Source: an optimization exercise on an open RTL-to-GDS flow (aim: small area, a short achievable clock period and few clock cycles). Production flows keep margins and buffers that such runs may drop.
In this exercise RTL edits were held to simulation tests only and were not proved equivalent to the original.

`design/flow/config.mk`:
```
export PLATFORM = sky130hd
export DESIGN_NAME = nmea_gga_position_parser
export DESIGN_NICKNAME = nmea_gga_position_parser
export VERILOG_FILES = /design/flow/design.v
export SDC_FILE = /design/flow/constraint.sdc
export NUM_CORES = 4
export LEC_CHECK = 0
export CAP_MARGIN = 20
export CORE_MARGIN = 2
export CORE_UTILIZATION = 40
export SLEW_MARGIN = 20
```
`design/flow/constraint.sdc`:
```
create_clock -name core_clock -period 7.5 [get_ports {clk_i}]
set_input_delay 1.5000 -clock core_clock [delete_from_list [all_inputs] [get_ports {clk_i}]]
set_output_delay 1.5000 -clock core_clock [all_outputs]
set_load 0.01 [all_outputs]
```
`design/flow/design.v`:
```
package ngp_pkg;
  localparam logic [7:0] CHAR_SPACE = 8'h20;
  localparam logic [7:0] CHAR_NL    = 8'h0A;
  localparam logic [7:0] CHAR_POINT = 8'h2E;
  localparam logic [7:0] CHAR_ZERO  = 8'h30;
  localparam logic [7:0] CHAR_NINE  = 8'h39;
  localparam logic [7:0] SEP_RESET  = 8'd44;
  localparam int unsigned DEG_W  = 11;   
  localparam int unsigned MINS_W = 7;    
  localparam int unsigned FRAC_W = 24;   
  localparam int unsigned CNT_W  = 3;    
  localparam int unsigned X_W    = 30;   
  localparam int unsigned Q_W    = 24;   
  localparam int unsigned SUM_W  = 35;   
  localparam logic [13:0] DEG_SAT = 14'd1310;
  localparam logic [6:0]  LO_SAT  = 7'd71;
  localparam logic [29:0] LAT_MAX = 30'd900000000;
  localparam logic [30:0] LON_MAX = 31'd1800000000;
  localparam logic [23:0] E7      = 24'd10000000;
  localparam logic [31:0] RECIP15 = 32'h1111_1112;
  typedef struct packed {
    logic fin_lat;   
    logic fin_lon;   
    logic ok;        
    logic eol;       
    logic emit;      
  } ctl_t;
  typedef struct packed {
    ctl_t                    ctl;
    logic [DEG_W-1:0]        deg;
    logic [MINS_W-1:0]       mins;
    logic [FRAC_W-1:0]       frac;
  } evt_t;
endpackage
import ngp_pkg::*;
module ngp_parse #(
  parameter int unsigned MAX_FRACTION_DIGITS = 5
) (
  input  logic         clk_i,
  input  logic         rst_ni,
  input  logic         in_valid_i,
  output logic         in_stall_o,
  input  logic [7:0]   rx_byte_i,
  input  logic [7:0]   sep_i,
  output logic         ev_valid_o,
  output ngp_pkg::evt_t ev_o,
  input  logic         ev_ready_i
);
  localparam logic [CNT_W:0]   FD_NUM  = (CNT_W+1)'(MAX_FRACTION_DIGITS);
  localparam logic [CNT_W-1:0] FD_LAST = CNT_W'(MAX_FRACTION_DIGITS - 1);
  logic [6:0]        pos_q, pos_d;
  logic              hdr_ok_q, hdr_ok_d;
  logic [3:0]        fld_q, fld_d;
  logic [DEG_W-1:0]  hi_q, hi_d;
  logic [3:0]        tens_q, tens_d;
  logic [3:0]        units_q, units_d;
  logic [FRAC_W-1:0] frac_q, frac_d;
  logic [CNT_W-1:0]  cnt_q, cnt_d;
  logic              pt_q, pt_d;
  logic              dig_q, dig_d;
  logic              bad_q, bad_d;
  logic              ev_valid_q, ev_valid_d;
  ngp_pkg::evt_t ev_q;
  ngp_pkg::evt_t ev_d;
  function automatic logic [7:0] hdr_char(input logic [2:0] pos);
    case (pos)
      3'd1:    hdr_char = 8'h47;   
      3'd2:    hdr_char = 8'h50;   
      3'd3:    hdr_char = 8'h47;   
      3'd4:    hdr_char = 8'h47;   
      3'd5:    hdr_char = 8'h41;   
      default: hdr_char = 8'h00;
    endcase
  endfunction
  function automatic logic [23:0] pow10(input logic [2:0] k);
    case (k)
      3'd0:    pow10 = 24'd1;
      3'd1:    pow10 = 24'd10;
      3'd2:    pow10 = 24'd100;
      3'd3:    pow10 = 24'd1000;
      3'd4:    pow10 = 24'd10000;
      3'd5:    pow10 = 24'd100000;
      3'd6:    pow10 = 24'd1000000;
      default: pow10 = 24'd10000000;
    endcase
  endfunction
  logic        accept;
  logic        is_space, is_nl, is_point, is_digit, is_sep;
  logic        in_hdr, in_body, emit;
  logic [3:0]  dgt;
  logic [13:0] hi_ext;
  logic [6:0]  lo_ext;
  logic        int_sat;
  logic        fld_ok, fld_lat, fld_lon;
  logic [FRAC_W-1:0] frac_add;
  assign in_stall_o = ev_valid_q && !ev_ready_i;
  assign accept     = in_valid_i && !in_stall_o;
  assign is_space = rx_byte_i == CHAR_SPACE;
  assign is_nl    = rx_byte_i == CHAR_NL;
  assign is_sep   = rx_byte_i == sep_i;
  assign is_point = rx_byte_i == CHAR_POINT;
  assign is_digit = (rx_byte_i >= CHAR_ZERO) && (rx_byte_i <= CHAR_NINE);
  assign dgt      = rx_byte_i[3:0];
  assign in_hdr  = (pos_q >= 7'd1) && (pos_q <= 7'd5);
  assign in_body = pos_q >= 7'd7;
  assign emit    = hdr_ok_q && (pos_q >= 7'd6);
  assign hi_ext  = 14'(hi_q) * 14'd10 + 14'(tens_q);
  assign lo_ext  = 7'(units_q) * 7'd10 + 7'(dgt);
  assign int_sat = (hi_ext > DEG_SAT) || ((hi_ext == DEG_SAT) && (lo_ext > LO_SAT));
  assign frac_add = FRAC_W'(dgt) * pow10(FD_LAST - cnt_q);
  assign fld_ok  = dig_q && pt_q && !bad_q;
  assign fld_lat = fld_q == 4'd1;
  assign fld_lon = fld_q == 4'd3;
  always_comb begin
    pos_d    = pos_q;
    hdr_ok_d = hdr_ok_q;
    fld_d    = fld_q;
    hi_d     = hi_q;
    tens_d   = tens_q;
    units_d  = units_q;
    frac_d   = frac_q;
    cnt_d    = cnt_q;
    pt_d     = pt_q;
    dig_d    = dig_q;
    bad_d    = bad_q;
    ev_d.ctl.fin_lat = emit && in_body && fld_lat;
    ev_d.ctl.fin_lon = emit && in_body && fld_lon;
    ev_d.ctl.ok      = fld_ok;
    ev_d.ctl.eol     = is_nl;
    ev_d.ctl.emit    = emit;
    ev_d.deg         = hi_q;
    ev_d.mins        = MINS_W'(tens_q) * MINS_W'(10) + MINS_W'(units_q);
    ev_d.frac        = frac_q;
    ev_valid_d       = ev_valid_q && !ev_ready_i;
    if (accept && !is_space) begin
      if (is_nl) begin
        ev_valid_d = 1'b1;
        pos_d      = '0;
        hdr_ok_d   = 1'b1;
        fld_d      = '0;
        hi_d       = '0;
        tens_d     = '0;
        units_d    = '0;
        frac_d     = '0;
        cnt_d      = '0;
        pt_d       = 1'b0;
        dig_d      = 1'b0;
        bad_d      = 1'b0;
      end else begin
        if (in_hdr && (rx_byte_i != hdr_char(pos_q[2:0]))) begin
          hdr_ok_d = 1'b0;
        end
        if (in_body) begin
          if (is_sep) begin
            ev_d.ctl.fin_lat = fld_lat;
            ev_d.ctl.fin_lon = fld_lon;
            ev_d.ctl.eol     = 1'b0;
            ev_d.ctl.emit    = 1'b0;
            if (fld_lat || fld_lon) begin
              ev_valid_d = 1'b1;
            end
            if (fld_q != 4'd15) begin
              fld_d = fld_q + 4'd1;
            end
            hi_d    = '0;
            tens_d  = '0;
            units_d = '0;
            frac_d  = '0;
            cnt_d   = '0;
            pt_d    = 1'b0;
            dig_d   = 1'b0;
            bad_d   = 1'b0;
          end else if (is_point) begin
            bad_d = bad_q || pt_q;
            pt_d  = 1'b1;
          end else if (is_digit) begin
            dig_d = 1'b1;
            if (!pt_q) begin
              if (int_sat) begin
                hi_d    = DEG_W'(DEG_SAT);
                tens_d  = 4'd7;
                units_d = 4'd1;
              end else begin
                hi_d    = hi_ext[DEG_W-1:0];
                tens_d  = units_q;
                units_d = dgt;
              end
            end else if ({1'b0, cnt_q} < FD_NUM) begin
              frac_d = frac_q + frac_add;
              cnt_d  = cnt_q + CNT_W'(1);
            end
          end else begin
            bad_d = 1'b1;
          end
        end
        if (pos_q != 7'd127) begin
          pos_d = pos_q + 7'd1;
        end
      end
    end
  end
  always_ff @(posedge clk_i or negedge rst_ni) begin
    if (!rst_ni) begin
      pos_q      <= '0;
      hdr_ok_q   <= 1'b1;
      fld_q      <= '0;
      hi_q       <= '0;
      tens_q     <= '0;
      units_q    <= '0;
      frac_q     <= '0;
      cnt_q      <= '0;
      pt_q       <= 1'b0;
      dig_q      <= 1'b0;
      bad_q      <= 1'b0;
      ev_valid_q <= 1'b0;
    end else begin
      pos_q      <= pos_d;
      hdr_ok_q   <= hdr_ok_d;
      fld_q      <= fld_d;
      hi_q       <= hi_d;
      tens_q     <= tens_d;
      units_q    <= units_d;
      frac_q     <= frac_d;
      cnt_q      <= cnt_d;
      pt_q       <= pt_d;
      dig_q      <= dig_d;
      bad_q      <= bad_d;
      ev_valid_q <= ev_valid_d;
    end
  end
  always_ff @(posedge clk_i) begin
    if (accept && !is_space) begin
      ev_q <= ev_d;
    end
  end
  assign ev_valid_o = ev_valid_q;
  assign ev_o       = ev_q;
endmodule
import ngp_pkg::*;
module ngp_conv #(
  parameter int unsigned MAX_FRACTION_DIGITS = 5
) (
  input  logic          clk_i,
  input  logic          rst_ni,
  input  logic          ev_valid_i,
  input  ngp_pkg::evt_t ev_i,
  output logic          ev_ready_o,
  output logic          out_valid_o,
  input  logic          out_stall_i,
  output logic [29:0]   lat_e7_o,
  output logic [30:0]   lon_e7_o,
  output logic          lat_ok_o,
  output logic          lon_ok_o
);
  localparam logic [X_W-1:0] FRAC_SCALE = X_W'(10 ** (7 - MAX_FRACTION_DIGITS));
  logic              c1_valid_q;
  ngp_pkg::ctl_t c1_ctl_q;
  logic [DEG_W-1:0]  c1_deg_q;
  logic [X_W-1:0]    c1_x_q;
  logic              c2_valid_q;
  ngp_pkg::ctl_t c2_ctl_q;
  logic [Q_W-1:0]    c2_quot_q;
  logic [SUM_W-1:0]  c2_deg_q;
  logic [29:0]       lat_q, lat_d;
  logic [30:0]       lon_q, lon_d;
  logic              lat_v_q, lat_v_d;
  logic              lon_v_q, lon_v_d;
  logic              out_valid_q, out_valid_d;
  logic [29:0]       out_lat_q;
  logic [30:0]       out_lon_q;
  logic              out_lat_ok_q, out_lon_ok_q;
  logic              out_free, fin_ready, fin_take, c2_load, c1_load;
  logic [X_W-1:0]    x_d;
  logic [63:0]       prod;
  logic [SUM_W-1:0]  sum;
  logic [29:0]       lat_sat, lat_cur;
  logic [30:0]       lon_sat, lon_cur;
  logic              lat_v_cur, lon_v_cur;
  assign out_free   = !out_valid_q || !out_stall_i;
  assign fin_ready  = !c2_ctl_q.emit || out_free;
  assign fin_take   = c2_valid_q && fin_ready;
  assign c2_load    = !c2_valid_q || fin_ready;
  assign c1_load    = !c1_valid_q || c2_load;
  assign ev_ready_o = c1_load;
  assign x_d  = X_W'(ev_i.mins) * X_W'(E7) + X_W'(ev_i.frac) * FRAC_SCALE;
  assign prod = 64'(c1_x_q[X_W-1:2]) * 64'(RECIP15);
  assign sum  = c2_deg_q + SUM_W'(c2_quot_q);
  assign lat_sat = (sum > SUM_W'(LAT_MAX)) ? LAT_MAX : sum[29:0];
  assign lon_sat = (sum > SUM_W'(LON_MAX)) ? LON_MAX : sum[30:0];
  always_comb begin
    lat_cur   = lat_q;
    lon_cur   = lon_q;
    lat_v_cur = lat_v_q;
    lon_v_cur = lon_v_q;
    if (c2_ctl_q.fin_lat) begin
      lat_cur   = c2_ctl_q.ok ? lat_sat : '0;
      lat_v_cur = c2_ctl_q.ok;
    end
    if (c2_ctl_q.fin_lon) begin
      lon_cur   = c2_ctl_q.ok ? lon_sat : '0;
      lon_v_cur = c2_ctl_q.ok;
    end
    lat_d       = lat_q;
    lon_d       = lon_q;
    lat_v_d     = lat_v_q;
    lon_v_d     = lon_v_q;
    out_valid_d = out_valid_q && out_stall_i;
    if (fin_take) begin
      if (c2_ctl_q.eol) begin
        lat_d       = '0;
        lon_d       = '0;
        lat_v_d     = 1'b0;
        lon_v_d     = 1'b0;
        out_valid_d = c2_ctl_q.emit || out_valid_d;
      end else begin
        lat_d   = lat_cur;
        lon_d   = lon_cur;
        lat_v_d = lat_v_cur;
        lon_v_d = lon_v_cur;
      end
    end
  end
  always_ff @(posedge clk_i or negedge rst_ni) begin
    if (!rst_ni) begin
      c1_valid_q  <= 1'b0;
      c2_valid_q  <= 1'b0;
      out_valid_q <= 1'b0;
      lat_q       <= '0;
      lon_q       <= '0;
      lat_v_q     <= 1'b0;
      lon_v_q     <= 1'b0;
    end else begin
      if (c1_load) begin
        c1_valid_q <= ev_valid_i;
      end
      if (c2_load) begin
        c2_valid_q <= c1_valid_q;
      end
      out_valid_q <= out_valid_d;
      lat_q       <= lat_d;
      lon_q       <= lon_d;
      lat_v_q     <= lat_v_d;
      lon_v_q     <= lon_v_d;
    end
  end
  always_ff @(posedge clk_i) begin
    if (c1_load && ev_valid_i) begin
      c1_ctl_q <= ev_i.ctl;
      c1_deg_q <= ev_i.deg;
      c1_x_q   <= x_d;
    end
    if (c2_load && c1_valid_q) begin
      c2_ctl_q  <= c1_ctl_q;
      c2_quot_q <= prod[32+Q_W-1:32];
      c2_deg_q  <= SUM_W'(c1_deg_q) * SUM_W'(E7);
    end
    if (fin_take && c2_ctl_q.emit) begin
      out_lat_q    <= lat_cur;
      out_lon_q    <= lon_cur;
      out_lat_ok_q <= lat_v_cur;
      out_lon_ok_q <= lon_v_cur;
    end
  end
  assign out_valid_o = out_valid_q;
  assign lat_e7_o    = out_lat_q;
  assign lon_e7_o    = out_lon_q;
  assign lat_ok_o    = out_lat_ok_q;
  assign lon_ok_o    = out_lon_ok_q;
endmodule
import ngp_pkg::*;
module nmea_gga_position_parser #(
  parameter int unsigned MAX_FRACTION_DIGITS = 5
) (
  input  logic        clk_i,
  input  logic        rst_ni,
  input  logic        in_valid_i,
  output logic        in_stall_o,
  input  logic [7:0]  rx_byte_i,
  output logic        out_valid_o,
  input  logic        out_stall_i,
  output logic [29:0] lat_e7_o,
  output logic [30:0] lon_e7_o,
  output logic        lat_ok_o,
  output logic        lon_ok_o,
  input  logic        cfg_valid_i,
  output logic        cfg_ready_o,
  input  logic [7:0]  cfg_field_separator_i
);
  logic [7:0] sep_q;
  logic       ev_valid;
  logic       ev_ready;
  ngp_pkg::evt_t ev;
  assign cfg_ready_o = 1'b1;
  always_ff @(posedge clk_i or negedge rst_ni) begin
    if (!rst_ni) begin
      sep_q <= SEP_RESET;
    end else if (cfg_valid_i && cfg_ready_o) begin
      sep_q <= cfg_field_separator_i;
    end
  end
  ngp_parse #(
    .MAX_FRACTION_DIGITS(MAX_FRACTION_DIGITS)
  ) u_parse (
    .clk_i      (clk_i),
    .rst_ni     (rst_ni),
    .in_valid_i (in_valid_i),
    .in_stall_o (in_stall_o),
    .rx_byte_i  (rx_byte_i),
    .sep_i      (sep_q),
    .ev_valid_o (ev_valid),
    .ev_o       (ev),
    .ev_ready_i (ev_ready)
  );
  ngp_conv #(
    .MAX_FRACTION_DIGITS(MAX_FRACTION_DIGITS)
  ) u_conv (
    .clk_i       (clk_i),
    .rst_ni      (rst_ni),
    .ev_valid_i  (ev_valid),
    .ev_i        (ev),
    .ev_ready_o  (ev_ready),
    .out_valid_o (out_valid_o),
    .out_stall_i (out_stall_i),
    .lat_e7_o    (lat_e7_o),
    .lon_e7_o    (lon_e7_o),
    .lat_ok_o    (lat_ok_o),
    .lon_ok_o    (lon_ok_o)
  );
endmodule
```
`design/flow/run.sh`:
```
#!/bin/bash
# synth_recipe.tcl (not shown) runs the flow's synth.tcl, then flattens the netlist and writes it again
# the make line also repeats each setting of config.mk as NAME=value (left out here)
make -C /OpenROAD-flow-scripts/flow DESIGN_CONFIG=/design/flow/config.mk WORK_HOME=/design/flow/orfs CLKGATE_MAP_FILE= SYNTH_SCRIPT=/design/flow/synth_recipe.tcl finish
```
==> notes.md <==
==> per-stage QoR <==
| step | setup WS, ps | util [%] |
|---|---|---|
| after floorplan | 1500 | - |
| after global placement | 740 | 43.0 |
| after detailed placement | 732 | 43.0 |
| after CTS | 970 | 44.8 |
| after global routing | 429 | 44.8 |
| final | 956 | 44.8 |
==> cell usage after synthesis, drive strengths merged (11+ instances only) <==
cell / count
a211o: 13
clkbuf: 66
nand2: 186
nor3b: 11
ha: 561
fa: 249
o211ai: 26
nor2: 152
nand4: 18
or3: 12
o31ai: 23
o21bai: 14
dfrtp: 132
nand3: 81
a31oi: 18
a21oi: 116
nor2b: 28
and2: 58
o22ai: 25
a21o: 64
o21ai: 150
nor4: 16
buf: 19
edfxtp: 211
a211oi: 14
mux2: 12
o2bb2ai: 14
or2: 11
nor3: 57
o21a: 31
xnor2: 103
a22o: 53
nand2b: 30
a21boi: 11
inv: 664
and3: 33
xor2: 61
==> critical path: cells and delay by family (launching register included) <==
family                     cells  cell delay, ps
and+or+nand+nor                6             970
AOI/OAI and AO/OA              8            2190
DFF                            1             440
xor gates and xnor gates       1             360
adders and majority gates      5            2090
buffers and inverters          4             390
==> cell usage in the layout, fill, tap and decap left out, types with 54 or more instances in the layout <==
cell type | netlist | routed
a21o_1 | 64 | 64
clkdlybuf4s50_1 | 0 | 84
dfrtp_1 | 132 | 132
edfxtp_1 | 211 | 211
inv_1 | 664 | 664
nand2_1 | 186 | 186
o21ai_0 | 137 | 137
xnor2_1 | 102 | 102
fa_1 | 249 | 249
nor3_1 | 55 | 54
nand3_1 | 81 | 81
a21oi_1 | 116 | 116
nor2_1 | 152 | 152
ha_1 | 561 | 561
xor2_1 | 61 | 61
and2_1 | 58 | 57
==> path summary, 6_finish.rpt <==
path | slack, ps | to | cells past startpoint
hold reg to reg | 390 | u_conv.c1_deg_q[2] | 0
setup reg to reg | 960 | u_parse.frac_q[22] | 24
setup / recovery | 960 | u_parse.frac_q[22] | 24
min in group asynchronous | 860 | u_parse.frac_q[3] | 1
max in group asynchronous | 5610 | u_conv.lon_q[2] | 2
hold / removal | 390 | u_conv.c1_deg_q[2] | 0
==> report_power, final <==
group | total (mW) | switching (mW) | internal [mW]
registers | 2.34 | 0.0892 | 2.25
clock network | 2.25 | 0.898 | 1.35
logic | 3.59 | 1.97 | 1.62
==> layer usage <==
| metal | wire, um | vias to the layer above | part of all wire [%] | GRT usage [%] |
|---|---|---|---|---|
| li1 | - | 12100 | - | - |
| met3 | 2600 | 75 | 3.5 | 1.84 |
| met5 | 0 | - | 0 | 0 |
| met2 | 35200 | 390 | 47 | 28.4 |
| met4 | 1280 | 0 | 1.7 | 3.63 |
| met1 | 35700 | 11800 | 48 | 23.5 |
==> flip-flops by register name, summed over array words and instances (netlist names), 3 cells and up <==
signal and count:
u_conv.c2_deg_q 28, u_parse.fld_q 4, u_conv.c1_deg_q 11, u_conv.out_lon_q 31
u_parse.cnt_q 3, u_parse.pos_q 7, u_conv.c1_x_q 28, u_conv.c2_quot_q 24
u_parse.hi_q 11, u_parse.units_q 4, sep_q 8, u_conv.out_lat_q 30
u_conv.c1_ctl_q 5, u_parse.tens_q 4, u_parse.ev_q 47, u_parse.frac_q 24
u_conv.lat_q 30, u_conv.lon_q 31, u_conv.c2_ctl_q 5
==> area by class of cell <==
class | instances | area share [%]
timing repair buffer | 111 | 2.77
sequential | 347 | 25.5
clock inverter | 28 | 1.14
tap | 1144 | 3.75
inverter | 664 | 6.52
multi-input combinational | 2392 | 57.4
clock buffer | 50 | 2.88
==> cell families after synthesis <==
logic type | Yosys count | synth area share, %
fa+ha+maj | 810 | 34.8
buf+inv | 749 | 8.23
simple gates | 727 | 10.5
compound gates | 674 | 13.5
flops | 347 | 28.2
xor+xnor | 164 | 4.18
mux | 16 | 0.508
other cells | 1 | 0.0109
==> results.json <==
{
  "status": "timing/DRC/antenna clean",
  "antenna_found_initial": 0,
  "critPathCaptureType": "flip-flop",
  "initial_utilization_pct": 40.5,
  "p_leak_nw": 18.4,
  "layout.nets": 4389,
  "dp_hpwl_um": 59300,
  "crit_chain": "inv_1 > ha_1 > xnor2_1 > and2_1 > nor3b_1 > buf_4 > nand2b_1 > a21o_1 > and2_1 > fa_1 > fa_1 > inv_1 > fa_1 > inv_1 > ha_1 > a21oi_1 > o21bai_1 > a21oi_1 > o211ai_1 > a211oi_1 > nor3_1 > o31ai_1 > nand3_1 > a32o_1",
  "die_w_um": 298,
  "area_growth_syn_to_layout_pct": 10.7,
  "fmax_ghz": 0.153,
  "setup-tns-final_ps": 0,
  "die_h_um": 298,
  "final_area_sq_mm": 0.0382,
  "drt_first_pass_iters": 5,
  "dpl.cell_count": 4657,
  "cts_sinks": 347,
  "drv_cap": 0,
  "ys_warn_count": 3,
  "async_flop_share_pct": 39.2,
  "n_antenna_cell": 0,
  "cts.path.max_buffers": 3,
  "ys_ff_latch": 347,
  "ant_nets": 0,
  "ctsHoldBuffers": 0,
  "die_area_sq_mm": 0.0886,
  "start_kind": "flip-flop",
  "p_total_mw": 8.18,
  "gp_congestion": 0.884,
  "vias": 24400,
  "route.detailed.drc": 0,
  "min_from": "u_parse.ev_q[33]",
  "first_global_vias": 24200,
  "rsz0062_at_grt": "false",
  "cpPeakStageDelay_ps": 540,
  "critPathRequiredTime_ps": 7960,
  "cts_root_buf": "clkbuf_16",
  "p_per_area_mw_per_mm2": 214,
  "multi_input_area_sq_mm": 0.0220,
  "post_cts_buffers": 0,
  "ys.flop_type": "edfxtp_1",
  "startpoint": "u_parse.cnt_q[1]",
  "grt_usage_pct": 16.9,
  "final-setup-viol-count": 0,
  "postSynthAreaPerCell_sq_um": 9.89,
  "critical_path_arrival_ps": 7000,
  "critPathMaxFanout": 11,
  "yosys-top-cells-area": "ha_1, edfxtp_1, fa_1",
  "ir_drop_mv": 0.191,
  "wl_per_cell_um": 15.8,
  "grt_first_pass_wirelength_um": 124000,
  "core_sq_mm": 0.0853,
  "grt_overflow_total": 0,
  "synth_fp_nets": 4319,
  "period_share_pct": 87.3,
  "wl_um": 74900,
  "slowest_stage": "fa_1",
  "r2r-start": "u_parse.cnt_q[1]",
  "hold_viol_final": 0,
  "hold_class": "reg2reg",
  "first_iter_violations": 1186,
  "io_buffers": 85,
  "layout-drive-gt1-share_pct": 4.09,
  "synth.largest_area_cell": "ha_1",
  "ys_types": 89,
  "synth-edff-count": 211,
  "finClkSkew_ps": 48.8,
  "cts-resized-gates": 0,
  "row_count": 107,
  "yosysTopAreaCellShare_pct": 20.3,
  "slew_headroom_pct": 25.7,
  "regArea_sq_mm": 0.00974,
  "ys_seq_area_share_pct": 28.2,
  "synthCells": 3488,
  "worst-slew-pin-transition_ps": 1110,
  "period_needed_ps": 6540,
  "cts_inserted_buffers": 42,
  "whs_ps": 387,
  "finalMaxSlewViolations": 0,
  "fin_cells": 4736,
  "h-tree-depth": 2,
  "worstSetupPathType": "reg2reg",
  "clk_pin_slew_ps": 60,
  "syn_area_sq_mm": 0.0345,
  "vias_per_cell": 5.15,
  "clk_latency_ps": 610,
  "tritoncts": "yes",
  "place_area_sq_mm": 0.0367,
  "ios": 87,
  "fillers": 8150,
  "grt_max_degree": 93
}
Testbench counts, summed over its fixed seeds: cycles 28,353.

what the ideal ports hide:
Ports are ideal in the flow. The routed layout listed here was re-timed in OpenROAD. Step 1, drivers: a clkbuf_16 drives clk_i and a buf_2 each remaining input, both assumed. Step 2 also shifts input and output timing later by t, the mid clock arrival at the registers, as if the neighbouring blocks saw the same clock. a / b / c = no drivers / after step 1 / after step 2; a / b = the first two.
t, ns: 0.653
setup slack, ns: 0.956 / 0.956 / 0.657
hold WS [ns]: 0.387 / 0.387 / 0.387
worst setup path at the end: input to register
cell pins on the clock port's net: 1
After both steps setup and hold are still met in this run. For this run, drivers alone change the setup slack by 0.000 ns; drivers and shift together by -0.299 ns.
